From an optimization exercise on the open Yosys and OpenROAD flow, aimed at small area, a short achievable clock period and few clock cycles; shortcuts taken in it are not production practice.
Where RTL was checked, it was by simulation tests only, not by an equivalence proof against the original.

==> amber <==
==> flow/design.v <==
`timescale 1ns/1ps
`default_nettype none
module ex_decode (
    input  wire logic [6:0] i_opcode,
    input  wire logic [2:0] i_funct3,
    input  wire logic       i_funct7_b5,
    output logic            o_is_op,
    output logic            o_is_opimm,
    output logic            o_is_lui,
    output logic            o_is_auipc,
    output logic            o_is_jal,
    output logic            o_is_jalr,
    output logic            o_is_br,      
    output logic            o_illegal,
    output logic            o_a_rs1,      
    output logic            o_b_rs2,      
    output logic            o_sub,        
    output logic            o_cmp_imm     
);
    logic br_opc;
    assign o_is_op    = (i_opcode == 7'b0110011);
    assign o_is_opimm = (i_opcode == 7'b0010011);
    assign o_is_lui   = (i_opcode == 7'b0110111);
    assign o_is_auipc = (i_opcode == 7'b0010111);
    assign o_is_jal   = (i_opcode == 7'b1101111);
    assign o_is_jalr  = (i_opcode == 7'b1100111);
    assign br_opc     = (i_opcode == 7'b1100011);
    assign o_is_br    = br_opc && (i_funct3[2:1] != 2'b01);
    assign o_illegal  = !(o_is_op || o_is_opimm || o_is_lui || o_is_auipc ||
                          o_is_jal || o_is_jalr || o_is_br);
    assign o_a_rs1   = !i_opcode[3] && (i_opcode[2] == i_opcode[6]);
    assign o_b_rs2   = i_opcode[5] && !i_opcode[6];
    assign o_sub     = o_b_rs2 && i_funct7_b5;     
    assign o_cmp_imm = !i_opcode[5];
endmodule
`default_nettype wire
`timescale 1ns/1ps
`default_nettype none
module ex_alu (
    input  wire logic             i_a_rs1,
    input  wire logic             i_b_rs2,
    input  wire logic             i_sub,
    input  wire logic             i_cmp_imm,
    input  wire logic [2:0]       i_funct3,
    input  wire logic             i_funct7_b5,
    input  wire logic [32-1:0] i_rs1_val,
    input  wire logic [32-1:0] i_rs2_val,
    input  wire logic [32-1:0] i_pc,
    input  wire logic [32-1:0] i_imm,
    output logic [32-1:0]      o_sum,       
    output logic [32-1:0]      o_shr,       
    output logic [32-1:0]      o_logic,     
    output logic                  o_cond       
);
    logic [32-1:0] a;
    logic [32-1:0] b;
    logic [32-1:0] cb;
    logic             ltu;
    logic             lt;
    logic             eq;
    logic             left;
    logic [32-1:0] sh_in;
    logic             fill;
    assign a = i_a_rs1 ? i_rs1_val : i_pc;
    assign b = i_b_rs2 ? i_rs2_val : i_imm;
    assign o_sum = a + (i_sub ? ~b : b) + 32'(i_sub);
    assign cb  = i_cmp_imm ? i_imm : i_rs2_val;
    assign ltu = (i_rs1_val < cb);
    assign lt  = ltu ^ i_rs1_val[32-1] ^ cb[32-1];
    assign eq  = (i_rs1_val == cb);
    always_comb begin
        case (i_funct3[2:1])
            2'b00:   o_cond = eq ^ i_funct3[0];
            2'b01:   o_cond = i_funct3[0] ? ltu : lt;
            2'b10:   o_cond = lt ^ i_funct3[0];
            default: o_cond = ltu ^ i_funct3[0];
        endcase
    end
    always_comb begin
        left = !i_funct3[2];
        for (int i = 0; i < 32; i++)
            sh_in[i] = left ? i_rs1_val[32-1-i] : i_rs1_val[i];
    end
    assign fill = i_funct7_b5 && i_rs1_val[32-1] && !left;
    ex_shr u_shr (
        .i_val  (sh_in),
        .i_shamt(b[5-1:0]),
        .i_fill (fill),
        .o_val  (o_shr)
    );
    always_comb begin
        case (i_funct3[1:0])
            2'b00:   o_logic = i_rs1_val ^ b;
            2'b10:   o_logic = i_rs1_val | b;
            default: o_logic = i_rs1_val & b;
        endcase
    end
endmodule
module ex_shr (
    input  wire logic [32-1:0]    i_val,
    input  wire logic [5-1:0] i_shamt,
    input  wire logic                i_fill,
    output logic [32-1:0]         o_val
);
    logic [2*32-1:0] ext;
    assign ext   = {{32{i_fill}}, i_val};
    assign o_val = ext[i_shamt +: 32];
endmodule
`default_nettype wire
`timescale 1ns/1ps
`default_nettype none
module ex_branch (
    input  wire logic             i_taken,
    input  wire logic [32-1:0] i_target,    
    input  wire logic [32-1:0] i_pc,
    input  wire logic [32-1:0] i_pred_addr,
    output logic [32-1:0]      o_pc_plus4,
    output logic [32-1:0]      o_next_pc,
    output logic                  o_mispredict
);
    assign o_pc_plus4 = i_pc + 32'(4);
    assign o_next_pc    = i_taken ? i_target : o_pc_plus4;
    assign o_mispredict = i_taken ? (i_target != i_pred_addr) : (o_pc_plus4 != i_pred_addr);
endmodule
`default_nettype wire
`timescale 1ns/1ps
`default_nettype none
module ex_result (
    input  wire logic             i_clk,
    input  wire logic             i_resetn,
    input  wire logic             i_req,
    input  wire logic [32-1:0] i_result,
    input  wire logic             i_rd_we,
    input  wire logic             i_illegal,
    input  wire logic [32-1:0] i_next_pc,
    input  wire logic             i_mispredict,
    output logic                  o_ack,
    output logic [32-1:0]      o_result,
    output logic                  o_rd_we,
    output logic [32-1:0]      o_next_pc,
    output logic                  o_mispredict,
    output logic                  o_illegal
);
    logic             ack_q;
    logic [32-1:0] result_q;
    logic             rd_we_q;
    logic [32-1:0] next_pc_q;
    logic             mispredict_q;
    logic             illegal_q;
    always_ff @(posedge i_clk) begin
        if (!i_resetn) ack_q <= 1'b0;
        else           ack_q <= i_req;
    end
    always_ff @(posedge i_clk) begin
        if (!ack_q) begin
            result_q     <= i_result;
            rd_we_q      <= i_rd_we;
            next_pc_q    <= i_next_pc;
            mispredict_q <= i_mispredict;
            illegal_q    <= i_illegal;
        end
    end
    assign o_ack        = ack_q;
    assign o_result     = result_q;
    assign o_rd_we      = rd_we_q;
    assign o_next_pc    = next_pc_q;
    assign o_mispredict = mispredict_q;
    assign o_illegal    = illegal_q;
endmodule
`default_nettype wire
`timescale 1ns/1ps
`default_nettype none
module ex_unit (
    input  wire logic             i_clk,
    input  wire logic             i_resetn,
    input  wire logic             i_req,
    input  wire logic [6:0]       i_opcode,
    input  wire logic [2:0]       i_funct3,
    input  wire logic             i_funct7_b5,
    input  wire logic [32-1:0] i_rs1_val,
    input  wire logic [32-1:0] i_rs2_val,
    input  wire logic [32-1:0] i_pc,
    input  wire logic [32-1:0] i_imm,
    input  wire logic [32-1:0] i_pred_addr,
    output wire logic             o_ack,
    output wire logic [32-1:0] o_result,
    output wire logic             o_rd_we,
    output wire logic [32-1:0] o_next_pc,
    output wire logic             o_mispredict,
    output wire logic             o_illegal
);
    logic             is_op;
    logic             is_opimm;
    logic             is_lui;
    logic             is_auipc;
    logic             is_jal;
    logic             is_jalr;
    logic             is_br;
    logic             illegal;
    logic             a_rs1;
    logic             b_rs2;
    logic             sub;
    logic             cmp_imm;
    logic [32-1:0] sum;
    logic [32-1:0] shr;
    logic [32-1:0] logic_out;
    logic             cond;
    logic             taken;
    logic [32-1:0] pc_plus4;
    logic [32-1:0] next_pc;
    logic             mispredict;
    logic             alu;
    logic             sel_sum;
    logic             sel_sll;
    logic             sel_srl;
    logic             sel_logic;
    logic             sel_cond;
    logic [32-1:0] result;
    ex_decode u_decode (
        .i_opcode   (i_opcode),
        .i_funct3   (i_funct3),
        .i_funct7_b5(i_funct7_b5),
        .o_is_op    (is_op),
        .o_is_opimm (is_opimm),
        .o_is_lui   (is_lui),
        .o_is_auipc (is_auipc),
        .o_is_jal   (is_jal),
        .o_is_jalr  (is_jalr),
        .o_is_br    (is_br),
        .o_illegal  (illegal),
        .o_a_rs1    (a_rs1),
        .o_b_rs2    (b_rs2),
        .o_sub      (sub),
        .o_cmp_imm  (cmp_imm)
    );
    ex_alu u_alu (
        .i_a_rs1    (a_rs1),
        .i_b_rs2    (b_rs2),
        .i_sub      (sub),
        .i_cmp_imm  (cmp_imm),
        .i_funct3   (i_funct3),
        .i_funct7_b5(i_funct7_b5),
        .i_rs1_val  (i_rs1_val),
        .i_rs2_val  (i_rs2_val),
        .i_pc       (i_pc),
        .i_imm      (i_imm),
        .o_sum      (sum),
        .o_shr      (shr),
        .o_logic    (logic_out),
        .o_cond     (cond)
    );
    assign taken = is_jal || is_jalr || (is_br && cond);
    ex_branch u_branch (
        .i_taken     (taken),
        .i_target    (sum),
        .i_pc        (i_pc),
        .i_pred_addr (i_pred_addr),
        .o_pc_plus4  (pc_plus4),
        .o_next_pc   (next_pc),
        .o_mispredict(mispredict)
    );
    assign alu       = is_op || is_opimm;
    assign sel_sum   = (alu && i_funct3 == 3'b000) || is_auipc;
    assign sel_sll   = alu && i_funct3 == 3'b001;
    assign sel_srl   = alu && i_funct3 == 3'b101;
    assign sel_logic = alu && i_funct3[2] && i_funct3 != 3'b101;
    assign sel_cond  = (alu && i_funct3[2:1] == 2'b01) || is_br;
    always_comb begin
        for (int i = 0; i < 32; i++)
            result[i] = (sel_sum   && sum[i])            ||
                        (sel_sll   && shr[32-1-i])    ||
                        (sel_srl   && shr[i])            ||
                        (sel_logic && logic_out[i])      ||
                        (is_lui    && i_imm[i])          ||
                        ((is_jal || is_jalr) && pc_plus4[i]);
        result[0] = result[0] || (sel_cond && cond);
    end
    ex_result u_result (
        .i_clk       (i_clk),
        .i_resetn    (i_resetn),
        .i_req       (i_req),
        .i_result    (result),
        .i_rd_we     (!illegal && !is_br),
        .i_illegal   (illegal),
        .i_next_pc   (next_pc),
        .i_mispredict(mispredict),
        .o_ack       (o_ack),
        .o_result    (o_result),
        .o_rd_we     (o_rd_we),
        .o_next_pc   (o_next_pc),
        .o_mispredict(o_mispredict),
        .o_illegal   (o_illegal)
    );
endmodule
`default_nettype wire
==> flow/flow/run.sh <==
#!/bin/bash
# The standard layout, with the port buffers made of the smallest
# buffer cell (sky130_fd_sc_hd__buf_1) instead of the one buffer_ports
# picks by itself; every input and output port still gets its buffer.
set -euo pipefail
export BUFFER_PORTS_ARGS="-buffer_cell sky130_fd_sc_hd__buf_1"
bash standard.sh > standard_flow.log 2>&1
==> flow/standard.sh <==
#!/bin/bash
# synth_recipe.tcl (not shown) runs the flow's synth.tcl, then flattens the netlist and writes it again
# the make line also repeats each setting of config.mk as NAME=value (left out here)
make -C /OpenROAD-flow-scripts/flow DESIGN_CONFIG=/design/flow/config.mk WORK_HOME=/design/flow/orfs CLKGATE_MAP_FILE= SYNTH_SCRIPT=/design/flow/synth_recipe.tcl "${@:-finish}"
==> flow/config.mk <==
export PLATFORM = sky130hd
export DESIGN_NAME = ex_unit
export DESIGN_NICKNAME = ex_unit
export VERILOG_FILES = /design/flow/design.v
export SDC_FILE = /design/flow/constraint.sdc
export NUM_CORES = 4
export LEC_CHECK = 0
export ABC_AREA = 1
export CAP_MARGIN = 20
export CORE_MARGIN = 2
export CORE_UTILIZATION = 40
export SETUP_SLACK_MARGIN = 2
export SLEW_MARGIN = 20
==> flow/constraint.sdc <==
create_clock -name core_clock -period 7.0 [get_ports {i_clk}]
set_input_delay 1.4000 -clock core_clock [delete_from_list [all_inputs] [get_ports {i_clk}]]
set_output_delay 1.4000 -clock core_clock [all_outputs]
set_load 0.01 [all_outputs]
==> inputs of xenon, as changes to amber <==
==> flow/design.v, changed modules only <==
module ex_decode (
    input  wire logic [6:0] i_opcode,
    input  wire logic [2:0] i_funct3,
    input  wire logic       i_funct7_b5,
    output logic            o_is_op,
    output logic            o_is_opimm,
    output logic            o_is_lui,
    output logic            o_is_auipc,
    output logic            o_is_jal,
    output logic            o_is_jalr,
    output logic            o_is_br,      
    output logic            o_illegal,
    output logic            o_a_rs1,      
    output logic            o_a_pc,       
    output logic            o_b_rs2,      
    output logic            o_sub,        
    output logic            o_cmp_imm     
);
    logic br_opc;
    assign o_is_op    = (i_opcode == 7'b0110011);
    assign o_is_opimm = (i_opcode == 7'b0010011);
    assign o_is_lui   = (i_opcode == 7'b0110111);
    assign o_is_auipc = (i_opcode == 7'b0010111);
    assign o_is_jal   = (i_opcode == 7'b1101111);
    assign o_is_jalr  = (i_opcode == 7'b1100111);
    assign br_opc     = (i_opcode == 7'b1100011);
    assign o_is_br    = br_opc && (i_funct3[2:1] != 2'b01);
    assign o_illegal  = !(o_is_op || o_is_opimm || o_is_lui || o_is_auipc ||
                          o_is_jal || o_is_jalr || o_is_br);
    assign o_a_rs1   = !i_opcode[3] && (i_opcode[2] == i_opcode[6]);
    assign o_a_pc    = ((i_opcode[2] != i_opcode[6]) || i_opcode[3]) &&
                       !(i_opcode[5] && !i_opcode[6]);
    assign o_b_rs2   = i_opcode[5] && !i_opcode[6] && !i_opcode[2];
    assign o_sub     = o_b_rs2 && i_funct7_b5 && (i_funct3 == 3'b000);
    assign o_cmp_imm = !i_opcode[5];
endmodule
module ex_alu (
    input  wire logic             i_a_rs1,
    input  wire logic             i_a_pc,
    input  wire logic             i_b_rs2,
    input  wire logic             i_sub,
    input  wire logic             i_cmp_imm,
    input  wire logic [2:0]       i_funct3,
    input  wire logic             i_funct7_b5,
    input  wire logic [32-1:0] i_rs1_val,
    input  wire logic [32-1:0] i_rs2_val,
    input  wire logic [32-1:0] i_pc,
    input  wire logic [32-1:0] i_imm,
    input  wire logic [32-1:0] i_pred_addr,
    output logic [32-1:0]      o_sum,       
    output logic [32-1:0]      o_p,         
    output logic [32-1:0]      o_g,         
    output logic                  o_sum_ne,    
    output logic [32-1:0]      o_shr,       
    output logic                  o_cond       
);
    logic [32-1:0] a;
    logic [32-1:0] b;
    logic [32-1:0] ne_bits;
    logic [32-1:0] cb;
    logic             geu;
    logic             ltu;
    logic             lt;
    logic             eq;
    logic             left;
    logic [32-1:0] sh_in;
    logic             fill;
    assign a = ({32{i_a_rs1}} & i_rs1_val) | ({32{i_a_pc}} & i_pc);
    assign b = i_b_rs2 ? i_rs2_val : i_imm;
    ex_add u_add (
        .i_a  (a),
        .i_b  (i_sub ? ~b : b),
        .i_cin(i_sub),
        .o_p  (o_p),
        .o_g  (o_g),
        .o_sum(o_sum)
    );
    always_comb begin
        ne_bits[0] = o_p[0] ^ i_pred_addr[0];
        for (int i = 1; i < 32; i++)
            ne_bits[i] = o_p[i] ^ i_pred_addr[i] ^ (o_g[i-1] || (o_p[i-1] && !i_pred_addr[i-1]));
    end
    assign o_sum_ne = |ne_bits;
    assign cb = i_cmp_imm ? i_imm : i_rs2_val;
    ex_cmp u_cmp (
        .i_x  (i_rs1_val),
        .i_y  (cb),
        .o_geu(geu),
        .o_eq (eq)
    );
    assign ltu = !geu;
    assign lt  = ltu ^ i_rs1_val[32-1] ^ cb[32-1];
    always_comb begin
        case (i_funct3[2:1])
            2'b00:   o_cond = eq ^ i_funct3[0];
            2'b01:   o_cond = i_funct3[0] ? ltu : lt;
            2'b10:   o_cond = lt ^ i_funct3[0];
            default: o_cond = ltu ^ i_funct3[0];
        endcase
    end
    always_comb begin
        left = !i_funct3[2];
        for (int i = 0; i < 32; i++)
            sh_in[i] = left ? i_rs1_val[32-1-i] : i_rs1_val[i];
    end
    assign fill = i_funct7_b5 && i_rs1_val[32-1] && !left;
    ex_shr u_shr (
        .i_val  (sh_in),
        .i_shamt(b[5-1:0]),
        .i_fill (fill),
        .o_val  (o_shr)
    );
endmodule
module ex_add (
    input  wire logic [32-1:0] i_a,
    input  wire logic [32-1:0] i_b,
    input  wire logic             i_cin,
    output logic [32-1:0]      o_p,       
    output logic [32-1:0]      o_g,       
    output logic [32-1:0]      o_sum
);
    localparam int L = $clog2(32);
    logic [32-1:0] g [0:L];
    logic [32-1:0] t [0:L];
    always_comb begin
        o_p  = i_a ^ i_b;
        o_g  = i_a & i_b;
        g[0] = o_g;
        t[0] = o_p;
        g[0][0] = o_g[0] | (o_p[0] & i_cin);
        for (int l = 0; l < L; l++) begin
            for (int i = 0; i < 32; i++) begin
                if (i[l]) begin
                    g[l+1][i] = g[l][i] | (t[l][i] & g[l][((i >> l) << l) - 1]);
                    t[l+1][i] = t[l][i] & t[l][((i >> l) << l) - 1];
                end else begin
                    g[l+1][i] = g[l][i];
                    t[l+1][i] = t[l][i];
                end
            end
        end
        o_sum = o_p ^ {g[L][32-2:0], i_cin};
    end
endmodule
module ex_cmp (
    input  wire logic [32-1:0] i_x,
    input  wire logic [32-1:0] i_y,
    output logic                  o_geu,
    output logic                  o_eq
);
    localparam int L = $clog2(32);
    logic [32-1:0] gt [0:L];
    logic [32-1:0] e  [0:L];
    always_comb begin
        gt[0] = i_x & ~i_y;
        e[0]  = ~(i_x ^ i_y);
        for (int l = 0; l < L; l++) begin
            for (int i = 0; i < (32 >> (l + 1)); i++) begin
                gt[l+1][i] = gt[l][2*i+1] | (e[l][2*i+1] & gt[l][2*i]);
                e[l+1][i]  = e[l][2*i+1] & e[l][2*i];
            end
            for (int i = (32 >> (l + 1)); i < 32; i++) begin
                gt[l+1][i] = 1'b0;
                e[l+1][i]  = 1'b0;
            end
        end
        o_geu = gt[L][0] | e[L][0];
        o_eq  = e[L][0];
    end
endmodule
module ex_branch (
    input  wire logic             i_taken,
    input  wire logic [32-1:0] i_target,     
    input  wire logic             i_target_ne,  
    input  wire logic [32-1:0] i_pc,
    input  wire logic [32-1:0] i_pred_addr,
    output logic [32-1:0]      o_pc_plus4,
    output logic [32-1:0]      o_next_pc,
    output logic                  o_mispredict
);
    localparam int N = 32 - 2;
    localparam int L = $clog2(N);
    logic [N-1:0] all [0:L];
    always_comb begin
        all[0] = i_pc[32-1:2];
        for (int l = 0; l < L; l++)
            for (int i = 0; i < N; i++)
                all[l+1][i] = (i[l] && ((i >> l) << l) >= 1) ?
                              all[l][i] & all[l][((i >> l) << l) - 1] : all[l][i];
        o_pc_plus4 = {i_pc[32-1:2] ^ {all[L][N-2:0], 1'b1}, i_pc[1:0]};
    end
    assign o_next_pc    = i_taken ? i_target : o_pc_plus4;
    assign o_mispredict = i_taken ? i_target_ne : (o_pc_plus4 != i_pred_addr);
endmodule
module ex_unit (
    input  wire logic             i_clk,
    input  wire logic             i_resetn,
    input  wire logic             i_req,
    input  wire logic [6:0]       i_opcode,
    input  wire logic [2:0]       i_funct3,
    input  wire logic             i_funct7_b5,
    input  wire logic [32-1:0] i_rs1_val,
    input  wire logic [32-1:0] i_rs2_val,
    input  wire logic [32-1:0] i_pc,
    input  wire logic [32-1:0] i_imm,
    input  wire logic [32-1:0] i_pred_addr,
    output wire logic             o_ack,
    output wire logic [32-1:0] o_result,
    output wire logic             o_rd_we,
    output wire logic [32-1:0] o_next_pc,
    output wire logic             o_mispredict,
    output wire logic             o_illegal
);
    logic             is_op;
    logic             is_opimm;
    logic             is_lui;
    logic             is_auipc;
    logic             is_jal;
    logic             is_jalr;
    logic             is_br;
    logic             illegal;
    logic             a_rs1;
    logic             a_pc;
    logic             b_rs2;
    logic             sub;
    logic             cmp_imm;
    logic [32-1:0] sum;
    logic             sum_ne;
    logic [32-1:0] shr;
    logic [32-1:0] p;
    logic [32-1:0] g;
    logic             cond;
    logic             taken;
    logic [32-1:0] pc_plus4;
    logic [32-1:0] next_pc;
    logic             mispredict;
    logic             alu;
    logic             sel_sum;
    logic             sel_sll;
    logic             sel_srl;
    logic             sel_p;
    logic             sel_g;
    logic             sel_cond;
    logic [32-1:0] result;
    ex_decode u_decode (
        .i_opcode   (i_opcode),
        .i_funct3   (i_funct3),
        .i_funct7_b5(i_funct7_b5),
        .o_is_op    (is_op),
        .o_is_opimm (is_opimm),
        .o_is_lui   (is_lui),
        .o_is_auipc (is_auipc),
        .o_is_jal   (is_jal),
        .o_is_jalr  (is_jalr),
        .o_is_br    (is_br),
        .o_illegal  (illegal),
        .o_a_rs1    (a_rs1),
        .o_a_pc     (a_pc),
        .o_b_rs2    (b_rs2),
        .o_sub      (sub),
        .o_cmp_imm  (cmp_imm)
    );
    ex_alu u_alu (
        .i_a_rs1    (a_rs1),
        .i_a_pc     (a_pc),
        .i_b_rs2    (b_rs2),
        .i_sub      (sub),
        .i_cmp_imm  (cmp_imm),
        .i_funct3   (i_funct3),
        .i_funct7_b5(i_funct7_b5),
        .i_rs1_val  (i_rs1_val),
        .i_rs2_val  (i_rs2_val),
        .i_pc       (i_pc),
        .i_imm      (i_imm),
        .i_pred_addr(i_pred_addr),
        .o_sum      (sum),
        .o_p        (p),
        .o_g        (g),
        .o_sum_ne   (sum_ne),
        .o_shr      (shr),
        .o_cond     (cond)
    );
    assign taken = is_jal || is_jalr || (is_br && cond);
    ex_branch u_branch (
        .i_taken     (taken),
        .i_target    (sum),
        .i_target_ne (sum_ne),
        .i_pc        (i_pc),
        .i_pred_addr (i_pred_addr),
        .o_pc_plus4  (pc_plus4),
        .o_next_pc   (next_pc),
        .o_mispredict(mispredict)
    );
    assign alu       = is_op || is_opimm;
    assign sel_sum   = (alu && i_funct3 == 3'b000) || is_auipc || is_lui;
    assign sel_sll   = alu && i_funct3 == 3'b001;
    assign sel_srl   = alu && i_funct3 == 3'b101;
    assign sel_p     = alu && i_funct3[2] && !i_funct3[0];
    assign sel_g     = alu && i_funct3[2] && i_funct3[1];
    assign sel_cond  = (alu && i_funct3[2:1] == 2'b01) || is_br;
    always_comb begin
        for (int i = 0; i < 32; i++)
            result[i] = (sel_sum   && sum[i])            ||
                        (sel_sll   && shr[32-1-i])    ||
                        (sel_srl   && shr[i])            ||
                        (sel_p     && p[i])              ||
                        (sel_g     && g[i])              ||
                        ((is_jal || is_jalr) && pc_plus4[i]);
        result[0] = result[0] || (sel_cond && cond);
    end
    ex_result u_result (
        .i_clk       (i_clk),
        .i_resetn    (i_resetn),
        .i_req       (i_req),
        .i_result    (result),
        .i_rd_we     (!illegal && !is_br),
        .i_illegal   (illegal),
        .i_next_pc   (next_pc),
        .i_mispredict(mispredict),
        .o_ack       (o_ack),
        .o_result    (o_result),
        .o_rd_we     (o_rd_we),
        .o_next_pc   (o_next_pc),
        .o_mispredict(o_mispredict),
        .o_illegal   (o_illegal)
    );
endmodule
Settings changed: CORE_UTILIZATION 40 to 55, SETUP_SLACK_MARGIN 2 to 2.6.
==> results.ini <==
[status]
status = timing/DRC/antenna clean

[final_layout]
area_growth_pct = 29.6
multi_input_area_um2 = 8990

[pwr]
power_density_nw_per_um2 = 146

[synthesis]
synth_fa_ha_area_share_pct = 13.8

That was xenon.
==> results.ini <==
[status]
status = timing/DRC/antenna clean

[final_layout]
n_clock_buffer = 9
multi_input_area_um2 = 9490
antenna_cells = 0
area_growth_pct = 19.3

[sta]
setup-violations-final = 0

[synthesis]
synth_fa_ha_area_share_pct = 12.9
yosysSeqAreaShare_pct = 16.3

[pwr]
power_density_nw_per_um2 = 151

That was amber.
Testbench counts of amber, summed over its fixed seeds: cycles 48,000.
Function not checked in xenon: the RTL went through the layout flow alone.

==> port drivers added, routing unchanged <==
How much do the figures lean on ideal ports? The routed layouts below were timed once more, with nothing changed but the port constraints. Step 1 assumes that a clkbuf_16 drives the clock port and a buf_2 every other input. Step 2, shift: input delay + t, output delay - t, t = (earliest + latest rising clock arrival at the registers) / 2. This alone moves slack from input paths to output paths. Slacks: ideal ports / drivers / drivers and shift; pairs: ideal ports / drivers.
run	shift t [ns]	setup WS [ns]	worst setup path at the end	clock arrival spread, ns	slew at the worst register clock pin (ns)
amber	0.370	2.010 / 2.021 / 1.651	input to register	0.016 / 0.016	0.07 / 0.07
xenon	0.368	2.397 / 2.335 / 1.967	input to register	0.012 / 0.012	0.07 / 0.07
After both steps setup and hold are still met in every run listed. The setup slack of xenon, which loses most, moves by -0.062 ns with the drivers and by -0.430 ns with both steps.
